Context: an optimization exercise on an open-source flow, tuned for small area. The choices shown serve that exercise and are no tape-out recipe. Only simulation tests tie the RTL to the original design; equivalence was not proved.

==> flow/design.v <==
package aes_pkg;
    localparam int KEY_W  = 128;
    localparam int NUM_RK = 11;
    function automatic logic [7:0] rcon(input logic [3:0] step);
        logic [7:0] r;
        case (step)
            4'd0:    r = 8'h01;
            4'd1:    r = 8'h02;
            4'd2:    r = 8'h04;
            4'd3:    r = 8'h08;
            4'd4:    r = 8'h10;
            4'd5:    r = 8'h20;
            4'd6:    r = 8'h40;
            4'd7:    r = 8'h80;
            4'd8:    r = 8'h1b;
            4'd9:    r = 8'h36;
            default: r = 8'h00;
        endcase
        rcon = r;
    endfunction
endpackage
module aes_sbox (
    input  logic [7:0] x,
    output logic [7:0] y
);
    logic U0, U1, U2, U3, U4, U5, U6, U7;
    logic T1, T2, T3, T4, T5, T6, T7, T8, T9, T10, T11, T12, T13, T14;
    logic T15, T16, T17, T18, T19, T20, T21, T22, T23, T24, T25, T26, T27;
    logic M1, M2, M3, M4, M5, M6, M7, M8, M9, M10, M11, M12, M13, M14, M15;
    logic M16, M17, M18, M19, M20, M21, M22, M23, M24, M25, M26, M27, M28;
    logic M29, M30, M31, M32, M33, M34, M35, M36, M37, M38, M39, M40, M41;
    logic M42, M43, M44, M45, M46, M47, M48, M49, M50, M51, M52, M53, M54;
    logic M55, M56, M57, M58, M59, M60, M61, M62, M63;
    logic L0, L1, L2, L3, L4, L5, L6, L7, L8, L9, L10, L11, L12, L13, L14;
    logic L15, L16, L17, L18, L19, L20, L21, L22, L23, L24, L25, L26, L27;
    logic L28, L29;
    logic S0, S1, S2, S3, S4, S5, S6, S7;
    always_comb begin
        {U0, U1, U2, U3, U4, U5, U6, U7} = x;
        T1 = U0 ^ U3;
        T2 = U0 ^ U5;
        T3 = U0 ^ U6;
        T4 = U3 ^ U5;
        T5 = U4 ^ U6;
        T6 = T1 ^ T5;
        T7 = U1 ^ U2;
        T8 = U7 ^ T6;
        T9 = U7 ^ T7;
        T10 = T6 ^ T7;
        T11 = U1 ^ U5;
        T12 = U2 ^ U5;
        T13 = T3 ^ T4;
        T14 = T6 ^ T11;
        T15 = T5 ^ T11;
        T16 = T5 ^ T12;
        T17 = T9 ^ T16;
        T18 = U3 ^ U7;
        T19 = T7 ^ T18;
        T20 = T1 ^ T19;
        T21 = U6 ^ U7;
        T22 = T7 ^ T21;
        T23 = T2 ^ T22;
        T24 = T2 ^ T10;
        T25 = T20 ^ T17;
        T26 = T3 ^ T16;
        T27 = T1 ^ T12;
        M1 = T13 & T6;
        M2 = T23 & T8;
        M3 = T14 ^ M1;
        M4 = T19 & U7;
        M5 = M4 ^ M1;
        M6 = T3 & T16;
        M7 = T22 & T9;
        M8 = T26 ^ M6;
        M9 = T20 & T17;
        M10 = M9 ^ M6;
        M11 = T1 & T15;
        M12 = T4 & T27;
        M13 = M12 ^ M11;
        M14 = T2 & T10;
        M15 = M14 ^ M11;
        M16 = M3 ^ M2;
        M17 = M5 ^ T24;
        M18 = M8 ^ M7;
        M19 = M10 ^ M15;
        M20 = M16 ^ M13;
        M21 = M17 ^ M15;
        M22 = M18 ^ M13;
        M23 = M19 ^ T25;
        M24 = M22 ^ M23;
        M25 = M22 & M20;
        M26 = M21 ^ M25;
        M27 = M20 ^ M21;
        M28 = M23 ^ M25;
        M29 = M28 & M27;
        M30 = M26 & M24;
        M31 = M20 & M23;
        M32 = M27 & M31;
        M33 = M27 ^ M25;
        M34 = M21 & M22;
        M35 = M24 & M34;
        M36 = M24 ^ M25;
        M37 = M21 ^ M29;
        M38 = M32 ^ M33;
        M39 = M23 ^ M30;
        M40 = M35 ^ M36;
        M41 = M38 ^ M40;
        M42 = M37 ^ M39;
        M43 = M37 ^ M38;
        M44 = M39 ^ M40;
        M45 = M42 ^ M41;
        M46 = M44 & T6;
        M47 = M40 & T8;
        M48 = M39 & U7;
        M49 = M43 & T16;
        M50 = M38 & T9;
        M51 = M37 & T17;
        M52 = M42 & T15;
        M53 = M45 & T27;
        M54 = M41 & T10;
        M55 = M44 & T13;
        M56 = M40 & T23;
        M57 = M39 & T19;
        M58 = M43 & T3;
        M59 = M38 & T22;
        M60 = M37 & T20;
        M61 = M42 & T1;
        M62 = M45 & T4;
        M63 = M41 & T2;
        L0 = M61 ^ M62;
        L1 = M50 ^ M56;
        L2 = M46 ^ M48;
        L3 = M47 ^ M55;
        L4 = M54 ^ M58;
        L5 = M49 ^ M61;
        L6 = M62 ^ L5;
        L7 = M46 ^ L3;
        L8 = M51 ^ M59;
        L9 = M52 ^ M53;
        L10 = M53 ^ L4;
        L11 = M60 ^ L2;
        L12 = M48 ^ M51;
        L13 = M50 ^ L0;
        L14 = M52 ^ M61;
        L15 = M55 ^ L1;
        L16 = M56 ^ L0;
        L17 = M57 ^ L1;
        L18 = M58 ^ L8;
        L19 = M63 ^ L4;
        L20 = L0 ^ L1;
        L21 = L1 ^ L7;
        L22 = L3 ^ L12;
        L23 = L18 ^ L2;
        L24 = L15 ^ L9;
        L25 = L6 ^ L10;
        L26 = L7 ^ L9;
        L27 = L8 ^ L10;
        L28 = L11 ^ L14;
        L29 = L11 ^ L17;
        S0 = L6 ^ L24;
        S1 = ~(L16 ^ L26);
        S2 = ~(L19 ^ L28);
        S3 = L6 ^ L21;
        S4 = L20 ^ L22;
        S5 = L25 ^ L29;
        S6 = ~(L13 ^ L27);
        S7 = ~(L6 ^ L23);
        y = {S0, S1, S2, S3, S4, S5, S6, S7};
    end
endmodule
module roundKey (
    input  logic [aes_pkg::KEY_W-1:0] inputKey,
    input  logic [3:0]                count,
    output logic [aes_pkg::KEY_W-1:0] outputRoundKey
);
    logic [31:0] w0_s, w1_s, w2_s, w3_s;
    logic [31:0] sub_s, temp_s;
    logic [31:0] n0_s, n1_s, n2_s, n3_s;
    assign w0_s = inputKey[127:96];
    assign w1_s = inputKey[95:64];
    assign w2_s = inputKey[63:32];
    assign w3_s = inputKey[31:0];
    aes_sbox u_sb3 (.x(w3_s[23:16]), .y(sub_s[31:24]));
    aes_sbox u_sb2 (.x(w3_s[15:8]),  .y(sub_s[23:16]));
    aes_sbox u_sb1 (.x(w3_s[7:0]),   .y(sub_s[15:8]));
    aes_sbox u_sb0 (.x(w3_s[31:24]), .y(sub_s[7:0]));
    always_comb begin
        temp_s = sub_s ^ {aes_pkg::rcon(count), 24'h000000};
        n0_s   = w0_s ^ temp_s;
        n1_s   = w1_s ^ n0_s;
        n2_s   = w2_s ^ n1_s;
        n3_s   = w3_s ^ n2_s;
        outputRoundKey = {n0_s, n1_s, n2_s, n3_s};
    end
endmodule
module key_expansion_ctrl #(
    parameter int KEY_W      = 128,
    parameter int NUM_ROUNDS = 10
) (
    input  logic             clk,
    input  logic             n_rst,
    input  logic             start,
    input  logic [KEY_W-1:0] key_in,
    output logic             busy,
    output logic             done,
    input  logic [3:0]       rd_addr,
    output logic [KEY_W-1:0] rd_key
);
    logic         busy_q, done_q;
    logic [3:0]   n_q;               
    logic [1:0]   m_q;               
    logic [127:0] kr_q [0:2];        
    logic [31:0]  a1_q [0:2];        
    logic [31:0]  a2_q [0:2];        
    logic [31:0]  a3_q [0:1];        
    logic         h_q;               
    logic [127:0] rd_key_q;
    logic         load;              
    logic         last;              
    logic         stepping;          
    logic         use_step;          
    logic [3:0]   ra;                
    logic [1:0]   rg, rj;            
    logic         valid;
    logic [2:0]   sel;               
    logic [127:0] ke;
    logic [31:0]  x1, x2, x3;
    logic [31:0]  a_o, b_o, c_o, d_o;
    logic [127:0] key_s, step_s;
    logic [3:0]   rc_n;
    assign load     = start & ~busy_q;
    assign last     = done_q & (n_q == 4'd10);
    assign stepping = busy_q | last;
    assign use_step = (busy_q & (n_q != 4'd0)) | (last & (rd_addr == 4'd10));
    assign ra    = busy_q ? 4'd0 : rd_addr;
    assign rg    = ra[3:2];
    assign rj    = ra[1:0];
    assign valid = ~use_step & (ra <= 4'd10);
    always_comb begin
        case ({m_q, rg})
            4'b00_00, 4'b01_01, 4'b10_10: sel = 3'b001;
            4'b01_00, 4'b10_01, 4'b00_10: sel = 3'b010;
            4'b10_00, 4'b00_01, 4'b01_10: sel = 3'b100;
            default:                      sel = 3'b000;
        endcase
        if (!valid)
            sel = 3'b000;
    end
    always_comb begin
        ke = '0;
        x1 = '0;
        x2 = '0;
        x3 = '0;
        for (int i = 0; i < 3; i++) begin
            ke = ke | ({128{sel[i]}} & kr_q[i]);
            x1 = x1 | ({32{sel[i] & (rj != 2'd0)}} & a1_q[i]);
            x2 = x2 | ({32{sel[i] & rj[1]}} & a2_q[i]);
        end
        x3 = ({32{valid & (rj == 2'd3) & (rg == 2'd0) & ~h_q}} & a3_q[0])
           | ({32{valid & (rj == 2'd3) & (rg == 2'd0) &  h_q}} & a3_q[1])
           | ({32{valid & (rj == 2'd3) & (rg == 2'd1) &  h_q}} & a3_q[0])
           | ({32{valid & (rj == 2'd3) & (rg == 2'd1) & ~h_q}} & a3_q[1]);
    end
    always_comb begin
        case (rj)
            2'd0:    a_o = ke[127:96];
            2'd1:    a_o = x1;
            2'd2:    a_o = x2;
            default: a_o = x3;
        endcase
        b_o = ke[95:64] ^ x1 ^ x2 ^ x3;
        c_o = ke[63:32] ^ ({32{rj[0]}} & b_o) ^ x2;
        d_o = ke[31:0]  ^ ({32{rj[0]}} & c_o) ^ ({32{rj[1]}} & b_o) ^ x3;
        key_s = {a_o, b_o, c_o, d_o};
    end
    assign rc_n = n_q - 4'd1;
    roundKey u_round_key (
        .inputKey       (rd_key_q),
        .count          (rc_n),
        .outputRoundKey (step_s)
    );
    always_ff @(posedge clk or negedge n_rst) begin
        if (!n_rst) begin
            busy_q <= 1'b0;
            done_q <= 1'b0;
        end else if (load) begin
            busy_q <= 1'b1;
            done_q <= 1'b0;
        end else if (busy_q && n_q == 4'd9) begin
            busy_q <= 1'b0;
            done_q <= 1'b1;
        end
    end
    always_ff @(posedge clk) begin
        if (load) begin
            n_q <= 4'd0;
            m_q <= 2'd0;
            h_q <= 1'b0;
        end else begin
            h_q <= ~h_q;
            m_q <= (m_q == 2'd2) ? 2'd0 : m_q + 2'd1;
            if (n_q < 4'd11)
                n_q <= n_q + 4'd1;
        end
    end
    always_ff @(posedge clk) begin
        kr_q[0] <= load ? key_in : kr_q[2];
        kr_q[1] <= (stepping && (n_q == 4'd4 || n_q == 4'd8)) ? step_s : kr_q[0];
        kr_q[2] <= kr_q[1];
        a1_q[0] <= a1_q[2];
        a1_q[1] <= a1_q[0];
        a1_q[2] <= (stepping && (n_q == 4'd1 || n_q == 4'd5 || n_q == 4'd9))
                   ? step_s[127:96] : a1_q[1];
        a2_q[0] <= (stepping && (n_q == 4'd2 || n_q == 4'd6 || n_q == 4'd10))
                   ? step_s[127:96] : a2_q[2];
        a2_q[1] <= a2_q[0];
        a2_q[2] <= a2_q[1];
        a3_q[0] <= (stepping && n_q == 4'd3) ? step_s[127:96] : a3_q[1];
        a3_q[1] <= (stepping && n_q == 4'd7) ? step_s[127:96] : a3_q[0];
    end
    always_ff @(posedge clk) begin
        rd_key_q <= key_s | ({128{use_step}} & step_s);
    end
    assign busy   = busy_q;
    assign done   = done_q;
    assign rd_key = rd_key_q;
endmodule
==> flow/flow/run.sh <==
#!/bin/bash
# Own layout flow: the standard layout (standard.sh), with these changes:
#  - synthesis maps the logic with an area-oriented ABC script (synth_area.tcl, area.abc);
#    registers are untouched, so their names and cells are the standard synthesis's;
#  - port buffers use the smallest buffer cell;
#  - clock tree synthesis uses smaller clock buffers and no dummy loads.
# make's full output goes to make_flow.log here; ORFS keeps each step's log under orfs/logs.
set -euo pipefail
here=$(pwd)
export FLOW_ABC_SCRIPT=$here/flow/area.abc
export FLOW_STD_SYNTH=$here/synth_recipe.tcl
sed "s#SYNTH_SCRIPT=[^ ]*#SYNTH_SCRIPT=$here/flow/synth_area.tcl#" standard.sh > own_standard.sh
grep -q "SYNTH_SCRIPT=$here/flow/synth_area.tcl" own_standard.sh
bash own_standard.sh \
  "BUFFER_PORTS_ARGS=-buffer_cell sky130_fd_sc_hd__buf_1" \
  "CTS_ARGS=-sink_clustering_enable -repair_clock_nets -dont_use_dummy_load -buf_list {sky130_fd_sc_hd__clkbuf_2 sky130_fd_sc_hd__clkbuf_4} -sink_clustering_size 8 -sink_clustering_max_diameter 30" \
  finish > make_flow.log 2>&1
==> flow/flow/area.abc <==
&get -n
&st
&dch
&nf -R 1000
&put
==> flow/flow/synth_area.tcl <==
# Synthesis as synth_recipe.tcl (the standard synthesis), with one change: ABC maps the
# combinational logic for area (area.abc) instead of with ORFS's delay-oriented script.
# Registers are not touched by abc, so their names and cells stay those of the standard run.
proc abc {args} {
  set i [lsearch -exact $args -script]
  if { $i >= 0 } {
    lset args [expr { $i + 1 }] $::env(FLOW_ABC_SCRIPT)
  }
  yosys abc {*}$args
}
source $::env(FLOW_STD_SYNTH)
==> flow/standard.sh <==
#!/bin/bash
# synth_recipe.tcl (not shown) runs the flow's synth.tcl, then flattens the netlist and writes it again
# the make line also repeats each setting of config.mk as NAME=value (left out here)
make -C /OpenROAD-flow-scripts/flow DESIGN_CONFIG=/design/flow/config.mk WORK_HOME=/design/flow/orfs CLKGATE_MAP_FILE= SYNTH_SCRIPT=/design/flow/synth_recipe.tcl "${@:-finish}"
==> flow/config.mk <==
export PLATFORM = sky130hd
export DESIGN_NAME = key_expansion_ctrl
export DESIGN_NICKNAME = key_expansion_ctrl
export VERILOG_FILES = /design/flow/design.v
export SDC_FILE = /design/flow/constraint.sdc
export NUM_CORES = 4
export LEC_CHECK = 0
export CAP_MARGIN = 10
export CORE_MARGIN = 2
export CORE_UTILIZATION = 70
export GPL_TIMING_DRIVEN = 0
export SLEW_MARGIN = 10
==> flow/constraint.sdc <==
create_clock -name core_clock -period 10.0 [get_ports {clk}]
set_input_delay 2.0000 -clock core_clock [delete_from_list [all_inputs] [get_ports {clk}]]
set_output_delay 2.0000 -clock core_clock [all_outputs]
set_load 0.01 [all_outputs]
==> results.txt <==
==> state kept, by name, summed over array words and instances (netlist names) <==
name,cells
a1_q,96
kr_q,384
a2_q,96
rd_key_q,128
done_q,1
a3_q,64
busy_q,1
h_q,1
n_q,4
m_q,2
==> per-layer routing <==
metal,up-vias,track usage (%),routed length (um)
met4,0,20.5,4160
met2,1409,62.9,41100
met1,12529,48.5,35500
li1,12263,-,-
met5,-,0,0
met3,313,8.37,8800
==> worst register-to-register path: stages (launching register included) <==
cell      delay, ns
dfxtp_1        0.63
xor2_1         0.40
xor2_1         0.45
nor2_1         0.12
xor2_1         0.17
xnor2_1        0.15
xnor2_1        0.37
clkinv_1       0.15
nor2_1         0.22
xnor2_1        0.16
mux2i_1        0.44
xnor2_1        0.26
xor2_1         0.24
nand2b_1       0.10
xnor2_1        0.53
xor2_1         0.46
xor2_1         0.15
xnor2_1        0.74
xor2_1         0.31
xor2_1         0.29
xor2_1         0.23
o21ai_0        0.13
==> path summary, 6_finish.rpt <==
| path | from | to | slack (ns) | cells past startpoint |
|---|---|---|---|---|
| max | rd_key_q[25]$_DFF_P_ | kr_q[1][2]$_DFF_P_ | 3.19 | 21 |
| min reg2reg | a2_q[0][31]$_DFF_P_ | a2_q[1][31]$_DFF_P_ | 0.31 | 0 |
| max in group asynchronous | n_rst | done_q$_DFFE_PN0P_ | 9.08 | 1 |
| min in group asynchronous | n_rst | busy_q$_DFFE_PN0P_ | 0.75 | 1 |
| max reg2reg | rd_key_q[25]$_DFF_P_ | kr_q[1][2]$_DFF_P_ | 3.19 | 21 |
| min | a2_q[0][31]$_DFF_P_ | a2_q[1][31]$_DFF_P_ | 0.31 | 0 |
==> kinds of logic (layout without fill, tap and decap cells) <==
family,Yosys count,after routing,synth area share [%]
compound gates,717,717,15.0
buf+inv,57,515,1.08
fa+ha+maj,15,15,0.608
flops,777,777,50.4
other cells,0,10,0
simple gates,1082,1082,13.6
mux,4,4,0.138
xor+xnor,673,673,19.1
==> Yosys cell counts (all sizes together) (3+ instances only) <==
library cell	count	area share, %
nand3	4	0.065
and2	15	0.30
nand2	781	9.5
a2111oi	8	0.23
a21oi	57	0.92
and3	3	0.061
a22o	40	1.1
ha	15	0.61
buf	32	0.78
dfxtp	775	50
nor2b	9	0.18
a222oi	128	4.1
nand2b	15	0.30
xor2	231	6.6
nor2	241	2.9
nor3	7	0.11
clkinv	25	0.30
xnor2	442	13
a22oi	81	2.0
o21ai	392	6.4
a221oi	3	0.085
==> cell type report <==
| cell class | count | area, um^2 |
|---|---|---|
| inverter | 25 | 93.8 |
| timing repair buffer | 322 | 2070 |
| tap | 585 | 732 |
| sequential | 777 | 15600 |
| multi-input combinational | 2491 | 15100 |
| fill | 2888 | 8400 |
| buffer | 32 | 240 |
| clock buffer | 136 | 1020 |
| antenna | 10 | 25.0 |
==> impl_metrics.csv <==
group,metric,value,unit
setup_path,crit_chain,"xor2_1 -> xor2_1 -> nor2_1 -> xor2_1 -> xnor2_1 -> xnor2_1 -> clkinv_1 -> nor2_1 -> xnor2_1 -> mux2i_1 -> xnor2_1 -> xor2_1 -> nand2b_1 -> xnor2_1 -> xor2_1 -> xor2_1 -> xnor2_1 -> xor2_1 -> xor2_1 -> xor2_1 -> o21ai_0",
die,num_rows,76,
timing,tns,0,ns
timing,slew_violations,0,
clock_network,cts_made_buffers,136,
placed_design,dpl.hpwl,60800,um
cells_and_area,syn_to_final_growth,12.9,%
global_routing,grt_pass1_wl,142000,um
clock_network,post_cts_buffers,0,
cells_and_area,final_common_cell,"nand2_1",
timing,fin_crit,6.81,ns
cells_and_area,drive_above_1_share,6.58,%
clock_network,cts_hold_buf,0,
routing,drtAntennaViolNets,0,
routing,initialDrtViolationCount,2867,
synthesis,ys_types,36,
setup_path,slowest_stage,"xnor2_1",
die,die-area,45800,um^2
setup_path,crit_path_max_incr_delay,0.74,ns
die,fp.dieH,214,um
status,status,"finished clean",
clock_network,clockRootBuffer,"clkbuf_4",
hold_path,hold_path.class,"reg2reg",
setup_path,critical_path_arrival,7.71,ns
synthesis,netlist_area,30900,um^2
clock_network,cts_resized,0,
routing,route.detailed.drc,0,
routing,drtPass1Iterations,8,
die,coreArea,43300,um^2
global_routing,first_global_vias,27113,
synthesis,syn_inst,3325,
routing,wirelength,89500,um
cells_and_area,final_cell_mix,"780 x nand2_1, 775 x dfxtp_1, 442 x xnor2_1",
setup_path,worstPathRequired,10.90,ns
global_routing,grt_usage,38.7,%
timing,clock_skew,0.0692,ns
cells_and_area,finalInstanceArea,34900,um^2
timing,setup_violations,0,
setup_path,path_class,"reg2reg",
global_routing,grt_max_degree,75,
setup_path,cpMostUsedCell,"xor2_1",
placed_design,gp_congestion,0.896,
synthesis,ys_warn_count,7,
cells_and_area,layout.nets,3935,
synthesis,synth_nets,3475,
synthesis,yosysSeqAreaShare,50.4,%
routing,route.vias.total,26514,
synthesis,async_reset_ff_share,0.257,%
timing,tightestPinTransition,0.900,ns
clock_network,clk_latency,1.04,ns
die,die_width,214,um
setup_path,worst-path-buf-inv,1,
timing,grt_setup_unrepaired,"false",
placed_design,preCtsSetupSlack,2.65,ns
job,max_cap_viol_count,0,
setup_path,crit_fanout,7,
timing,fin_crit_sh,68.1,%
die,ios,265,
timing,max_freq,147,MHz
timing,slew_headroom,39.5,%
setup_path,critPathLaunchType,"register",
routing,via_per_inst,6.06,
synthesis,synthFlopType,"dfxtp_1",
synthesis,synth_edf_count,0,
timing,finalHoldViolations,0,
die,start_util,71.4,%
routing,post_drt_wl_per_cell,20.5,um
clock_network,cts_tree,"done",
placed_design,postPlaceCellArea,33800,um^2
setup_path,critPathTopFamily,"XOR/XNOR gates",
clock_network,clock_path_buffers,3,
synthesis,synth.avg_cell_area,9.29,um^2
placed_design,portBuffers,264,
clock_network,ctsHtreeMaxLevel,4,
placed_design,dp.cells,4232,
cells_and_area,finalNonFillerCells,4378,
timing,worst_hold_slack,0.309,ns
global_routing,grt_overflow,0,
global_routing,antenna_found_initial,2,
setup_path,end_kind,"register",
clock_network,cts.sinks,777,
synthesis,synth_seq_cells,777,
cells_and_area,utilization,80.6,%
clock_network,cts.clk_slew.worst_paths,0.07,ns
timing,fin_ws,3.19,ns

port drivers added, routing unchanged:
The results above use ideal ports. As a check the final layout listed here was re-extracted and re-timed, cells and wires unchanged.
Step 1: set_driving_cell puts a clkbuf_16 on clk and a buf_2 on each other input, an assumption about the parent block.
Step 2 times the ports against the registers' clock, not the clock port: input delays grow and output delays shrink by t, the midpoint of the rising clock arrivals with the driver on.
a / b / c = ideal ports / drivers / drivers and shift; a / b = the first two.
t, ns: 1.071
setup slack, ns: 3.189 / 3.189 / 2.696
latest minus earliest clock arrival (ns): 0.079 / 0.079
worst data-port slew with drivers (ns): 0.06
pins driven straight from the clock port: 1
After both steps setup and hold are still met in this run. The setup slack of this run moves by 0.000 ns with the drivers and by -0.493 ns with both steps.
